Context: an optimization exercise on an open-source flow, tuned for small area. The choices shown serve that exercise and are no tape-out recipe.
Only simulation tests tie the RTL to the original design; equivalence was not proved.
Power figures rest on the tool's default switching activity, not on a simulated workload.

File: design/flow/flow/run.sh
#!/bin/bash
# Standard synthesis and layout, with two changes to how the layout is made:
# plain buf_1 port buffers (the resizer may still size them), and clock tree
# synthesis with clkbuf_4 buffers, sink clusters of 10 and no dummy loads.
set -euo pipefail
export BUFFER_PORTS_ARGS="-buffer_cell sky130_fd_sc_hd__buf_1"
export CTS_ARGS="-sink_clustering_enable -repair_clock_nets -dont_use_dummy_load -buf_list sky130_fd_sc_hd__clkbuf_4 -sink_clustering_size 10 -sink_clustering_max_diameter 50"
bash standard.sh synth > synth.log 2>&1
bash standard.sh finish > layout.log 2>&1
File: design/flow/standard.sh
#!/bin/bash
# synth_recipe.tcl (not shown) runs the flow's synth.tcl, then flattens the netlist and writes it again
# the make line also repeats each setting of config.mk as NAME=value (left out here)
make -C /OpenROAD-flow-scripts/flow DESIGN_CONFIG=/design/flow/config.mk WORK_HOME=/design/flow/orfs CLKGATE_MAP_FILE= SYNTH_SCRIPT=/design/flow/synth_recipe.tcl "${@:-finish}"
File: design/flow/config.mk
export PLATFORM = sky130hd
export DESIGN_NAME = wb_regfile
export DESIGN_NICKNAME = wb_regfile
export VERILOG_FILES = /design/flow/design.v
export SDC_FILE = /design/flow/constraint.sdc
export NUM_CORES = 4
export LEC_CHECK = 0
export CAP_MARGIN = 10
export CORE_MARGIN = 2
export CORE_UTILIZATION = 55
export PLACE_DENSITY = 0.75
export SLEW_MARGIN = 10
export SYNTH_HIERARCHICAL = 1
File: design/flow/constraint.sdc
create_clock -name core_clock -period 6.0 [get_ports {clk}]
set_input_delay 1.2000 -clock core_clock [delete_from_list [all_inputs] [get_ports {clk}]]
set_output_delay 1.2000 -clock core_clock [all_outputs]
set_load 0.01 [all_outputs]
File: design/flow/design.v
package pipe_pkg;
  localparam int DEF_DATA_W = 32;
  localparam int DEF_ADDR_W = 5;
  localparam int DEF_PEND_W = 2;
  typedef logic [DEF_ADDR_W-1:0] reg_sel_t;
  typedef logic [DEF_DATA_W-1:0] word_t;
endpackage
import pipe_pkg::*;
module wb_scoreboard
#(
  parameter int NREG = 32
) (
  input  logic            clk,
  input  logic            reset,
  input  logic [NREG-1:1] up,
  input  logic [NREG-1:1] dn,
  output logic [NREG-1:1] pend_nz,
  output logic            pend_ovf
);
  logic [NREG-1:1] w_ovf_hit;
  logic            r_ovf;
  for (genvar g = 1; g < NREG; g++) begin : g_reg
    logic [1:0] r_cnt;
    logic [1:0] w_nxt;
    wb_pend_next u_nxt (.up(up[g]), .dn(dn[g]), .cnt(r_cnt), .nxt(w_nxt));
    always_ff @(posedge clk) r_cnt <= w_nxt;
    assign pend_nz[g]   = r_cnt[1] | r_cnt[0];
    assign w_ovf_hit[g] = up[g] & r_cnt[1] & ~r_cnt[0];
  end
  always_ff @(posedge clk) begin
    if (reset)           r_ovf <= 1'b0;
    else if (|w_ovf_hit) r_ovf <= 1'b1;
  end
  assign pend_ovf = r_ovf;
endmodule
module wb_pend_next (
  input  logic       up,
  input  logic       dn,
  input  logic [1:0] cnt,
  output logic [1:0] nxt
);
  always_comb begin
    case ({up, dn})
      2'b10:   nxt = {cnt[1] | cnt[0], ~cnt[1]};
      2'b01:   nxt = {cnt[1] & ~cnt[0], cnt[1]};
      2'b11:   nxt = 2'b00;
      default: nxt = cnt;
    endcase
  end
endmodule
import pipe_pkg::*;
module wb_regfile
#(
  parameter int DATA_W = DEF_DATA_W,
  parameter int ADDR_W = DEF_ADDR_W,
  parameter int PEND_W = DEF_PEND_W
) (
  input  logic              clk,
  input  logic              reset,
  input  logic              wb_en,
  input  logic [ADDR_W-1:0] wb_sel,
  input  logic [DATA_W-1:0] wb_data,
  input  logic              iss_en,
  input  logic [ADDR_W-1:0] iss_sel,
  input  logic [ADDR_W-1:0] rd_sel_a,
  input  logic [ADDR_W-1:0] rd_sel_b,
  output logic [DATA_W-1:0] rd_data_a,
  output logic [DATA_W-1:0] rd_data_b,
  output logic              hazard_a,
  output logic              hazard_b,
  output logic              pend_ovf
);
  localparam int NREG = 2**ADDR_W;
  logic [DATA_W-1:0] r_regs [1:NREG-1];
  logic [NREG-1:1]   w_we, w_we_n, w_up, w_dn, w_dec_a, w_dec_b, w_pend_nz;
  logic              w_same, w_iss_g, w_wb_g;
  assign w_same  = iss_en & wb_en & (iss_sel == wb_sel);
  assign w_iss_g = iss_en & ~w_same;
  assign w_wb_g  = wb_en  & ~w_same;
  logic [3:0] w_lwe_n, w_lup_n, w_ldn_n, w_la_n, w_lb_n;
  logic [7:0] w_hwb_n, w_hup_n, w_hdn_n, w_ha_n, w_hb_n;
  for (genvar j = 0; j < 4; j++) begin : g_lo
    assign w_lwe_n[j] = ~(~reset & wb_en & (wb_sel[1:0] == 2'(j)));
    assign w_lup_n[j] = ~(reset | (w_iss_g & (iss_sel[1:0] == 2'(j))));
    assign w_ldn_n[j] = ~(reset | (w_wb_g  & (wb_sel[1:0]  == 2'(j))));
    assign w_la_n[j]  = ~(rd_sel_a[1:0] == 2'(j));
    assign w_lb_n[j]  = ~(rd_sel_b[1:0] == 2'(j));
  end
  for (genvar k = 0; k < 8; k++) begin : g_hi
    assign w_hwb_n[k] = ~(wb_sel[4:2] == 3'(k));
    assign w_hup_n[k] = ~(reset | (iss_sel[4:2] == 3'(k)));
    assign w_hdn_n[k] = ~(reset | (wb_sel[4:2]  == 3'(k)));
    assign w_ha_n[k]  = ~(rd_sel_a[4:2] == 3'(k));
    assign w_hb_n[k]  = ~(rd_sel_b[4:2] == 3'(k));
  end
  for (genvar g = 1; g < NREG; g++) begin : g_reg
    wb_nor2 u_we  (.a(w_lwe_n[g % 4]), .b(w_hwb_n[g / 4]), .y(w_we[g]));
    wb_nor2 u_wen (.a(w_we[g]),        .b(reset),          .y(w_we_n[g]));
    wb_nor2 u_up  (.a(w_lup_n[g % 4]), .b(w_hup_n[g / 4]), .y(w_up[g]));
    wb_nor2 u_dn  (.a(w_ldn_n[g % 4]), .b(w_hdn_n[g / 4]), .y(w_dn[g]));
    wb_nor2 u_da  (.a(w_la_n[g % 4]),  .b(w_ha_n[g / 4]),  .y(w_dec_a[g]));
    wb_nor2 u_db  (.a(w_lb_n[g % 4]),  .b(w_hb_n[g / 4]),  .y(w_dec_b[g]));
    logic [DATA_W-1:0] w_nxt;
    for (genvar b = 0; b < DATA_W; b++) begin : g_bit
      wb_hold u_hold (.we(w_we[g]), .we_n(w_we_n[g]), .d(wb_data[b]), .q(r_regs[g][b]), .y(w_nxt[b]));
    end
    always_ff @(posedge clk) r_regs[g] <= w_nxt;
  end
  for (genvar b = 0; b <= DATA_W; b++) begin : g_col
    logic [NREG-1:1] w_col;
    for (genvar g = 1; g < NREG; g++) begin : g_bit
      if (b < DATA_W) begin : g_d
        assign w_col[g] = r_regs[g][b];
      end else begin : g_p
        assign w_col[g] = w_pend_nz[g];
      end
    end
    logic w_a, w_b;
    wb_rd_col u_a (.sel(w_dec_a), .d(w_col), .y(w_a));
    wb_rd_col u_b (.sel(w_dec_b), .d(w_col), .y(w_b));
    if (b < DATA_W) begin : g_o
      assign rd_data_a[b] = w_a;
      assign rd_data_b[b] = w_b;
    end else begin : g_h
      assign hazard_a = w_a;
      assign hazard_b = w_b;
    end
  end
  wb_scoreboard #(.NREG(NREG)) u_sb (
    .clk      (clk),
    .reset    (reset),
    .up       (w_up),
    .dn       (w_dn),
    .pend_nz  (w_pend_nz),
    .pend_ovf (pend_ovf)
  );
endmodule
module wb_nor2 (
  input  logic a,
  input  logic b,
  output logic y
);
  assign y = ~(a | b);
endmodule
module wb_hold (
  input  logic we,
  input  logic we_n,
  input  logic d,
  input  logic q,
  output logic y
);
  assign y = (we & d) | (we_n & q);
endmodule
module wb_rd_col (
  input  logic [31:1] sel,
  input  logic [31:1] d,
  output logic        y
);
  logic [10:0] w_n;
  for (genvar k = 0; k < 10; k++) begin : g_aoi
    wb_aoi222 u_aoi (
      .a0(sel[3*k+1]), .b0(d[3*k+1]),
      .a1(sel[3*k+2]), .b1(d[3*k+2]),
      .a2(sel[3*k+3]), .b2(d[3*k+3]),
      .y (w_n[k])
    );
  end
  assign w_n[10] = ~(sel[31] & d[31]);
  assign y = ~(&w_n[3:0]) | ~(&w_n[7:4]) | ~(&w_n[10:8]);
endmodule
module wb_aoi222 (
  input  logic a0, b0, a1, b1, a2, b2,
  output logic y
);
  assign y = ~((a0 & b0) | (a1 & b1) | (a2 & b2));
endmodule
==> results.ini, run 1 <==
[run_status]
status = complete, no violations

[synth]
synth-main-ff-cell = dfxtp_1
syn-num-nets = 3600
synthTopCellsByCount = dfxtp_1, a22o_1, a222oi_1
yosysSeqAreaShare_pct = 50.9
synth-seq-cells = 1055
yosys.area.top_type = dfxtp_1
synth_edf_count = 0
async_flop_share_pct = 0
yosysMostFrequentCell = dfxtp_1
postSynthCellCount = 3544
ys_types = 31
syn_area_um2 = 41500
yosysTopAreaCellShare_pct = 50.9
syn_area_per_cell_um2 = 11.7
yosys_warnings = 11
synth_area_leaders = dfxtp_1, a22o_1, a222oi_1

[sta]
setup_ws_ns = 0.482
setup_viol = 0
drv_slew = 0
fin_worst_skew_ns = 0.0360
fmax_ghz = 0.181
worstMarginPinSlew_ns = 1.36
fin_setup_tns_ns = 0
period_minus_slack_ns = 5.52
finalHoldViolCount = 0
period_share_pct = 92.0
slew_headroom_pct = 9.08
rsz0062_at_grt = false

[global_routing]
grt_pass1_vias = 38727
grt_pass1_wl_mm = 260
antenna_found_initial = 18
grt_max_degree = 39
track_usage_pct = 44.7
gr-total-overflow = 0

[floorplanning]
rows = 100
die_y_um = 279
core_area_um2 = 74600
ios = 123
initial_core_util_pct = 55.7
fp.dieW_um = 279
dieArea_um2 = 77700

[layout]
fin_nets = 3896
area_growth_syn_to_layout_pct = 9.56
fillCellCount = 6193
drive_above_1_share_pct = 9.95

[hold_path]
hold_depth = 1
hold_path.class = reg -> reg

[cts]
cts_root_buf = clkbuf_4
tritoncts = done
cts_buffer_depth = 3
clk_pin_slew_ns = 0.10
cts_made_buffers = 130
hold_buffers = 0
cts_resized = 0
post_cts_buffers = 0
insertion_delay_ns = 1.03
cts_max_level = 4
numClockSinks = 1055

[setup_path]
crit_type = in -> out
r2r_cells = 4
worstSetupEndpointType = output port
critPathLaunchType = primary input
rrSetupSlack_ns = 4.66
cp_data_arrival_time_ns = 4.32
cp.required_ns = 4.80
crit_fanout = 23

[detailed_routing]
drt-initial-drc-count = 10423
vias = 41707
route.detailed.wl_per_inst_um = 38.0
ant_nets = 0
drt_wl_total_mm = 183
vias_per_cell = 8.65
drc_errors = 0
firstDrtPassIters = 15

[power]
p_total_uw = 12200
ir_drop_mv = 0.188
p_per_area_nw_per_um2 = 267
p_leak_uw = 0.0164

[job]
maxCapViolations = 0

[placed_design]
port-buffer-count = 122
hpwl_mm = 105
gp_routability_congestion = 0.961
place_ws_ns = 0.871

[stage by stage]
step                instance area (µm²)  util (%)  cells  hold slack, ns
finish                            45500      61.0   4821           0.503
global route                      45500      61.0   4811           0.516
CTS                               45500      61.0   4807           0.502
detailed placement                44500      59.7   4677           0.475
global placement                  44500      59.7   4677           0.472
floorplan                         41500         -   3544           0.460
[per-layer routing]
layer	vias to the layer above	routed length, µm	part of all wire, %	global-route usage (%)
li1	16735	-	-	-
met1	19690	62900	34	56.4
met2	4233	71900	39	62.2
met3	1027	33000	18	19.1
met4	22	15100	8.2	29.3
met5	-	168	0.092	0.438
[sequential cells by signal (all words and copies together), names as in the netlist]
signal,flops
u_sb.r_ovf,1
r_regs,992
u_sb.g.r_cnt,62
[per-module statistics from Yosys (local to each module, per instance), a selection]
module,flip-flops and latches,cells
wb_aoi222,0,1
wb_hold,0,1
wb_nor2,0,1
wb_pend_next,0,5
wb_rd_col,0,4
wb_regfile,992,1145
[placed cells by master, fill, tap and decap left out, types with 2 or more instances in the layout]
cell type,n
nand2_1,93
a2111o_1,66
a222oi_1,661
inv_2,2
or2_2,5
o31a_1,31
a31oi_1,15
buf_4,109
nand4_1,135
a21oi_1,33
nor2b_1,9
or3b_1,4
nor4_1,3
a22o_1,992
dfxtp_1,1055
nor2_1,101
a41oi_1,3
buf_1,113
o22ai_1,8
or3_1,4
nand3b_1,23
clkbuf_2,8
mux2i_1,31
o2bb2ai_1,31
nand3_1,5
or2_1,28
nor2_4,124
inv_1,5
clkbuf_4,131
nand2b_1,4
xor2_1,2
diode_2,14
[power breakdown]
part           switching (µW)  internal, µW
combinational             880           405
clock                    2360          1000
sequential                281          7240
[critical path, cell delays in order]
cell	delay, ns
buf_1	0.18
nand2_1	0.61
nor2_4	0.32
buf_4	0.31
a222oi_1	0.40
nand4_1	0.56
a2111o_1	0.58
buf_1	0.15
[cells by family (layout without fill, tap and decap cells)]
family                    count (synthesis)  in the layout  share of synthesized area, %
AOI/OAI and AO/OA                      1842           1842                          40.8
DFF                                    1055           1055                          50.9
xor gates and xnor gates                  2              2                        0.0422
muxes                                    31             31                         0.747
and+or+nand+nor                         539            539                          6.29
other                                     0             14                             0
buffers and inverters                    75            369                          1.26
[path summary, 6_finish.rpt]
kind                                                end                           start
worst max-delay path                       rd_data_b[3]                     rd_sel_b[1]
worst min-delay path             r_regs[20][17]$_DFF_P_          r_regs[20][17]$_DFF_P_
worst max register to register  u_sb.r_ovf$_SDFFE_PP0P_  u_sb.g_reg[6].r_cnt[0]$_DFF_P_
worst min register to register   r_regs[20][17]$_DFF_P_          r_regs[20][17]$_DFF_P_
[final cells by class]
class                           count  area (µm²)  share of cell area (%)
Sequential cell                  1055       21100                    46.4
Multi-Input combinational cell   2414       20800                    45.8
Timing Repair Buffer              232        1310                    2.88
Tap cell                          969        1210                    2.66
Clock buffer                      130         976                    2.14
Antenna cell                       14        35.0                  0.0770
Inverter                            7        26.3                  0.0577
==> inputs of run 2 (changes only) <==
==> design/flow/flow/run.sh (replaced) <==
#!/bin/bash
# Standard synthesis and layout, with two changes to how the layout is made:
# plain buf_1 port buffers (the resizer may still size them), and clock tree
# synthesis with clkbuf_4 buffers, sink clusters of 10 (at most 40 um across) and no dummy loads.
set -euo pipefail
export BUFFER_PORTS_ARGS="-buffer_cell sky130_fd_sc_hd__buf_1"
export CTS_ARGS="-sink_clustering_enable -repair_clock_nets -dont_use_dummy_load -buf_list sky130_fd_sc_hd__clkbuf_4 -sink_clustering_size 10 -sink_clustering_max_diameter 40"
bash standard.sh synth > synth.log 2>&1
bash standard.sh finish > layout.log 2>&1
==> run 2 against run 1 <==
Compared with the run above:
- die area stayed put
- largest cell class unchanged
- clock skew grew 0.046 ns
- combinational power is essentially flat
- critical path type unchanged
- area after synthesis stayed put
- maximum frequency is 1.4% lower
- register-to-register slack got worse by 0.03 ns
- synthesized cell count unchanged
- largest power group unchanged
==> results.ini, run 2 <==
[run_status]
status = complete, no violations

[layout]
fin_util_pct = 61.1
area_growth_syn_to_layout_pct = 9.77
final_cell_mix = dfxtp_1, a22o_1, a222oi_1
fin_nets = 3909
top_regs = r_regs (992), u_sb.g.r_cnt (62), u_sb.r_ovf (1)
largest_register_ffs = 992
layout_commonest_cell = dfxtp_1
regMostFlops = r_regs
drive_above_1_share_pct = 10.3

[global_routing]
gr-total-overflow = 0
antenna_found_initial = 16
grt_max_degree = 39
grt_pass1_vias = 38640
track_usage_pct = 44.7
grt_pass1_wl_mm = 260

[synth]
syn_area_per_cell_um2 = 11.7
synth_top_family_by_area = compound AO/OA/AOI/OAI gates
synthMuxAreaShare_pct = 0.747
syn-num-nets = 3600
postSynthCellCount = 3544
yosysTopAreaCellShare_pct = 50.9
synth_compound_area_share_pct = 40.8
synth_fa_ha_area_share_pct = 0
ys_types = 31
yosysSeqAreaShare_pct = 50.9
synthSimpleGateAreaFrac_pct = 6.29
yosysMostFrequentCell = dfxtp_1
syn_area_um2 = 41500
synthTopCellsByCount = dfxtp_1, a22o_1, a222oi_1
synth_xor_area_share_pct = 0.0422
yosys.area.top_type = dfxtp_1
yosys_warnings = 11
async_flop_share_pct = 0
synth_edf_count = 0
synth-main-ff-cell = dfxtp_1
synth-seq-cells = 1055
synth_area_leaders = dfxtp_1, a22o_1, a222oi_1

[floorplanning]
fp.dieW_um = 279
initial_core_util_pct = 55.7
dieArea_um2 = 77700
rows = 100
ios = 123
core_area_um2 = 74600
die_y_um = 279

[sta]
fmax_ghz = 0.179
rsz0062_at_grt = false
fin_worst_skew_ns = 0.0824
period_share_pct = 93.3
setup_viol = 0
finalHoldViolCount = 0
fin_setup_tns_ns = 0
worstMarginPinSlew_ns = 1.39
drv_slew = 0
slew_headroom_pct = 7.20
period_minus_slack_ns = 5.60

[detailed_routing]
vias = 41644
route.detailed.wl_per_inst_um = 37.8
drc_errors = 0
ant_nets = 0
drt-initial-drc-count = 10359
firstDrtPassIters = 17
vias_per_cell = 8.62
drt_wl_total_mm = 183

[hold_path]
holdCritStartpoint = r_regs[17][26]$_DFF_P_
hold_path.class = reg -> reg
hold_depth = 1
hold_end = r_regs[17][26]$_DFF_P_

[setup_path]
crit_fanout = 23
critPathLaunchType = primary input
rr_startpoint = u_sb.g_reg[25].r_cnt[0]$_DFF_P_
crit_type = in -> out
r2r_end = u_sb.r_ovf$_SDFFE_PP0P_
worstSetupEndpointType = output port
cp_data_arrival_time_ns = 4.40
cp.required_ns = 4.80
r2r_cells = 4
rrSetupSlack_ns = 4.63

[power]
seqPwrFrac_pct = 61.3
p_int_uw = 8740
p_sw_uw = 3540
clockPowerShare_pct = 28.3
comb_power_share_pct = 10.4
p_leak_uw = 0.0165
ir_drop_mv = 0.198
p_per_area_nw_per_um2 = 269
p_sw_share_pct = 28.8

[placed_design]
port-buffer-count = 122
hpwl_mm = 105
gp_routability_congestion = 0.961

[job]
maxCapViolations = 0

[cts]
cts_made_buffers = 143
post_cts_buffers = 0
cts_resized = 0
hold_buffers = 0
cts_buffer_depth = 3
insertion_delay_ns = 1.07
cts_root_buf = clkbuf_4
tritoncts = done
clk_pin_slew_ns = 0.07
numClockSinks = 1055
cts_max_level = 4

-- run 2: stage by stage --
stage	setup WS [ns]	instance area [µm²]	hold slack, ns	cells	power, µW
6_report	0.403	45600	0.499	4831	12300
5_1_grt	0.568	45600	0.513	4822	12600
4_1_cts	0.870	45600	0.498	4820	12200
3_5_place_dp	0.871	44500	0.475	4677	8880
3_3_place_gp	0.919	44500	0.472	4677	8850
2_1_floorplan	1.50	41500	0.460	3544	8270
-- run 2: cell families after synthesis --
| family | after synthesis |
|---|---|
| and+or+nand+nor | 539 |
| DFF | 1055 |
| buffers and inverters | 75 |
| xor gates and xnor gates | 2 |
| AOI/OAI and AO/OA | 1842 |
| muxes | 31 |
-- run 2: layer usage --
layer / up-vias / global-route usage (%) / part of all wire [%]
met2: 4108 / 61.4 / 39
met5: - / 0.438 / 0.14
met4: 22 / 31.0 / 8.3
met1: 19747 / 56.0 / 35
met3: 1012 / 19.7 / 18
li1: 16755 / - / -
-- run 2: worst max-delay path, stage by stage --
cell	delay, ns
buf_1	0.19
nand2_1	0.62
nor2_4	0.32
buf_4	0.31
a222oi_1	0.44
nand4_1	0.56
a2111o_1	0.58
buf_1	0.15
-- run 2: power by group through the flow --
stage          clock, µW  combinational [µW]  sequential, µW
2_1_floorplan          0                 663            7610
3_3_place_gp           0                1190            7660
3_5_place_dp           0                1210            7670
4_1_cts             3440                1220            7510
5_1_grt             3730                1320            7560
6_report            3470                1280            7520
-- run 2: cell type report --
| class | count | area, µm² |
|---|---|---|
| flip-flops and latches | 1055 | 21100 |
| inverters | 7 | 26.3 |
| repair buffers | 232 | 1310 |
| clock buffers | 143 | 1070 |
| fillers | 6174 | 29000 |
| diodes | 11 | 27.5 |
| multi-input cells | 2414 | 20800 |
| well taps | 969 | 1210 |
-- run 2: worst max path at each step --
stage	to	slack [ns]	startpoint
after floorplan	rd_data_b[0]	1.50	rd_sel_b[2]
after global placement	rd_data_b[13]	0.92	rd_sel_b[1]
after detailed placement	rd_data_b[13]	0.87	rd_sel_b[1]
after CTS	rd_data_b[13]	0.87	rd_sel_b[1]
after global routing	rd_data_b[3]	0.57	rd_sel_b[1]
final	rd_data_b[3]	0.40	rd_sel_b[1]
-- run 2: modules after synthesis, one instance, submodules excluded, excerpt --
| module | times used | flops+latches | area, µm² | cells |
|---|---|---|---|---|
| wb_aoi222 | 660 | 0 | 10.0 | 1 |
| wb_regfile | 1 | 992 | 20900 | 1145 |
| wb_hold | 992 | 0 | 8.76 | 1 |
| wb_nor2 | 186 | 0 | 3.75 | 1 |
| wb_pend_next | 31 | 0 | 36.3 | 5 |
| wb_rd_col | 66 | 0 | 27.5 | 4 |
==> inputs of run 3 (changes only) <==
==> design/flow/flow/run.sh (replaced) <==
#!/bin/bash
# Standard synthesis and layout, with two changes to how the layout is made:
# plain buf_1 port buffers (the resizer may still size them), and clock tree
# synthesis with clkbuf_4 buffers, sink clusters of 8 (at most 40 um across) and no dummy loads.
set -euo pipefail
export BUFFER_PORTS_ARGS="-buffer_cell sky130_fd_sc_hd__buf_1"
export CTS_ARGS="-sink_clustering_enable -repair_clock_nets -dont_use_dummy_load -buf_list sky130_fd_sc_hd__clkbuf_4 -sink_clustering_size 8 -sink_clustering_max_diameter 40"
bash standard.sh synth > synth.log 2>&1
bash standard.sh finish > layout.log 2>&1
==> run 3 against run 2 <==
Compared with the run above:
- sequential share of layout area shrank 0.15 points
- utilization grew 0.20 points
- cell count grew 0.39%
- global-route usage is essentially flat
- sequential power is essentially flat
- wire length grew 0.20%
- critical endpoint unchanged
- highest routed layer unchanged
==> results.ini, run 3 <==
[hold_path]
hold_end = r_regs[20][17]$_DFF_P_
holdCritStartpoint = r_regs[20][17]$_DFF_P_
hold_depth = 1
hold_path.class = reg -> reg

[setup_path]
critPathSlowestCell = nand2_1
rr_startpoint = u_sb.g_reg[5].r_cnt[0]$_DFF_P_
cp_data_arrival_time_ns = 4.32
critPathMostFrequentCell = buf_1
path_cells = buf_1 > nand2_1 > nor2_4 > buf_4 > a222oi_1 > nand4_1 > a2111o_1 > buf_1
crit_fanout = 23
cp.required_ns = 4.80
critPathMaxStageDelay_ns = 0.61
path_buf_inv = 3
r2r_cells = 4
critPathLaunchType = primary input
worstSetupEndpointType = output port
cp_top_family = simple AND/OR/NAND/NOR gates
rrSetupSlack_ns = 4.62
crit_type = in -> out
r2r_end = u_sb.r_ovf$_SDFFE_PP0P_

[synth]
synth-main-ff-cell = dfxtp_1
synth_edf_count = 0
synth_area_leaders = dfxtp_1, a22o_1, a222oi_1
syn_area_per_cell_um2 = 11.7
yosysMostFrequentCell = dfxtp_1
syn_area_um2 = 41500
yosysTopAreaCellShare_pct = 50.9
synth-seq-cells = 1055
syn-num-nets = 3600
yosys.area.top_type = dfxtp_1
async_flop_share_pct = 0
yosysSeqAreaShare_pct = 50.9
synthTopCellsByCount = dfxtp_1, a22o_1, a222oi_1
ys_types = 31
postSynthCellCount = 3544
yosys_warnings = 11

[job]
maxCapViolations = 0

[detailed_routing]
ant_nets = 0
drt_wl_total_mm = 183
vias_per_cell = 8.65
drc_errors = 0
route.detailed.wl_per_inst_um = 37.7
firstDrtPassIters = 22
vias = 41954
drt-initial-drc-count = 10601

[floorplanning]
core_area_um2 = 74600
dieArea_um2 = 77700
ios = 123
rows = 100
fp.dieW_um = 279
die_y_um = 279
initial_core_util_pct = 55.7

[sta]
finalHoldViolCount = 0
setup_ws_ns = 0.481
rsz0062_at_grt = false
period_minus_slack_ns = 5.52
worstMarginPinSlew_ns = 1.38
drv_slew = 0
fin_setup_tns_ns = 0
fmax_ghz = 0.181
hold_ws_ns = 0.496
fin_worst_skew_ns = 0.0930
setup_viol = 0
period_share_pct = 92.0
slew_headroom_pct = 7.48

[cts]
cts_root_buf = clkbuf_4
post_cts_buffers = 0
cts_resized = 0
clk_pin_slew_ns = 0.07
cts_buffer_depth = 3
numClockSinks = 1055
cts_max_level = 4
tritoncts = done
hold_buffers = 0
insertion_delay_ns = 1.05
cts_made_buffers = 163

[placed_design]
placed_cell_area_um2 = 44500
port-buffer-count = 122
place_ws_ns = 0.871
gp_routability_congestion = 0.961
hpwl_mm = 105

[layout]
layout_commonest_cell = dfxtp_1
final_area_um2 = 45700
final_cell_mix = dfxtp_1, a22o_1, a222oi_1
top_regs = r_regs (992), u_sb.g.r_cnt (62), u_sb.r_ovf (1)
area_growth_syn_to_layout_pct = 10.1
drive_above_1_share_pct = 10.7
fin_nets = 3929
regMostFlops = r_regs
largest_register_ffs = 992

[global_routing]
grt_pass1_wl_mm = 260
track_usage_pct = 44.8
grt_max_degree = 39
antenna_found_initial = 14
grt_pass1_vias = 38935
gr-total-overflow = 0

[power]
p_leak_uw = 0.0166
ir_drop_mv = 0.154
p_per_area_nw_per_um2 = 273

[run_status]
status = complete, no violations

## run 3: cell types whose count changed in the layout (fill, tap and decap cells not counted), sizes merged
cell | previous run | this run
clkbuf | 152 | 172
diode | 11 | 10
## run 3: logic make-up (layout without fill, tap and decap cells)
kind of cell / Yosys count / count (layout) / synth area share, %
and+or+nand+nor: 539 / 539 / 6.29
AOI/OAI and AO/OA: 1842 / 1842 / 40.8
buffers and inverters: 75 / 402 / 1.26
DFF: 1055 / 1055 / 50.9
xor gates and xnor gates: 2 / 2 / 0.0422
muxes: 31 / 31 / 0.747
other: 0 / 10 / 0
## run 3: report_power, final
part           leakage (µW)  total [µW]  switching [µW]  internal [µW]
Combinational       0.00731        1280             879            405
Clock              0.000750        3680            2440           1240
Sequential          0.00853        7520             281           7240
## run 3: worst max-delay path by stage
| stage | from | to | slack (ns) | cells after the start |
|---|---|---|---|---|
| floorplan | rd_sel_b[2] | rd_data_b[0] | 1.50 | 6 |
| global placement | rd_sel_b[1] | rd_data_b[13] | 0.92 | 7 |
| detailed placement | rd_sel_b[1] | rd_data_b[13] | 0.87 | 7 |
| CTS | rd_sel_b[1] | rd_data_b[13] | 0.85 | 7 |
| global route | rd_sel_a[1] | rd_data_a[28] | 0.57 | 7 |
| finish | rd_sel_b[1] | rd_data_b[3] | 0.48 | 8 |
## run 3: layout make-up
cell class / instances / area, µm²
antenna: 10 / 25.0
clock buffer: 163 / 1220
fill: 6172 / 28800
inverter: 7 / 26.3
multi-input combinational: 2414 / 20800
sequential: 1055 / 21100
tap: 969 / 1210
timing repair buffer: 232 / 1310
## run 3: layer usage
| layer | wire [µm] | share of wire, % | global-route usage (%) | up-vias |
|---|---|---|---|---|
| li1 | - | - | - | 16802 |
| met1 | 63300 | 35 | 55.7 | 19895 |
| met2 | 71900 | 39 | 61.6 | 4244 |
| met3 | 32700 | 18 | 20.1 | 990 |
| met4 | 14800 | 8.1 | 30.9 | 23 |
| met5 | 202 | 0.11 | 0.438 | - |
## run 3: metrics by stage
step	total power (µW)	util [%]	cells
CTS	12400	61.3	4840
finish	12500	61.3	4850
floorplan	8270	-	3544
global route	12800	61.3	4845
detailed placement	8880	59.7	4677
global placement	8850	59.7	4677
## run 3: modules after synthesis, one instance, submodules excluded, a selection
module,flops+latches,area [µm²]
wb_aoi222,0,10.0
wb_hold,0,8.76
wb_rd_col,0,27.5
wb_nor2,0,3.75
wb_pend_next,0,36.3
wb_regfile,992,20900

[port drivers added, routing unchanged]
The results above use ideal ports. As a check the final layouts listed here were re-extracted and re-timed, cells and wires unchanged.
Step 1 sets driving cells, clkbuf_16 on the clock port and buf_2 on the other inputs (assumed; they add their load-dependent delay and slew).
Step 2 times the ports against the registers' clock, not the clock port: input delays grow and output delays shrink by t, the midpoint of the rising clock arrivals with the driver on.
Slacks: ideal / step 1 / step 2; pairs: ideal / step 1.
| run | shift t [ns] | slack for setup (ns) | worst setup path at the end | clock arrival spread, ns | worst slew at a driven data input, ns |
|---|---|---|---|---|---|
| run 1 | 1.098 | 0.482 / 0.392 / 0.392 | input to output | 0.150 / 0.150 | 0.14 |
| run 2 | 1.121 | 0.403 / 0.383 / 0.383 | input to output | 0.144 / 0.144 | 0.14 |
| run 3 | 1.097 | 0.481 / 0.369 / 0.369 | input to output | 0.145 / 0.145 | 0.12 |
After both steps every run listed still meets setup and hold. The setup slack of run 3, which loses most, moves by -0.112 ns with the drivers and by -0.112 ns with both steps.
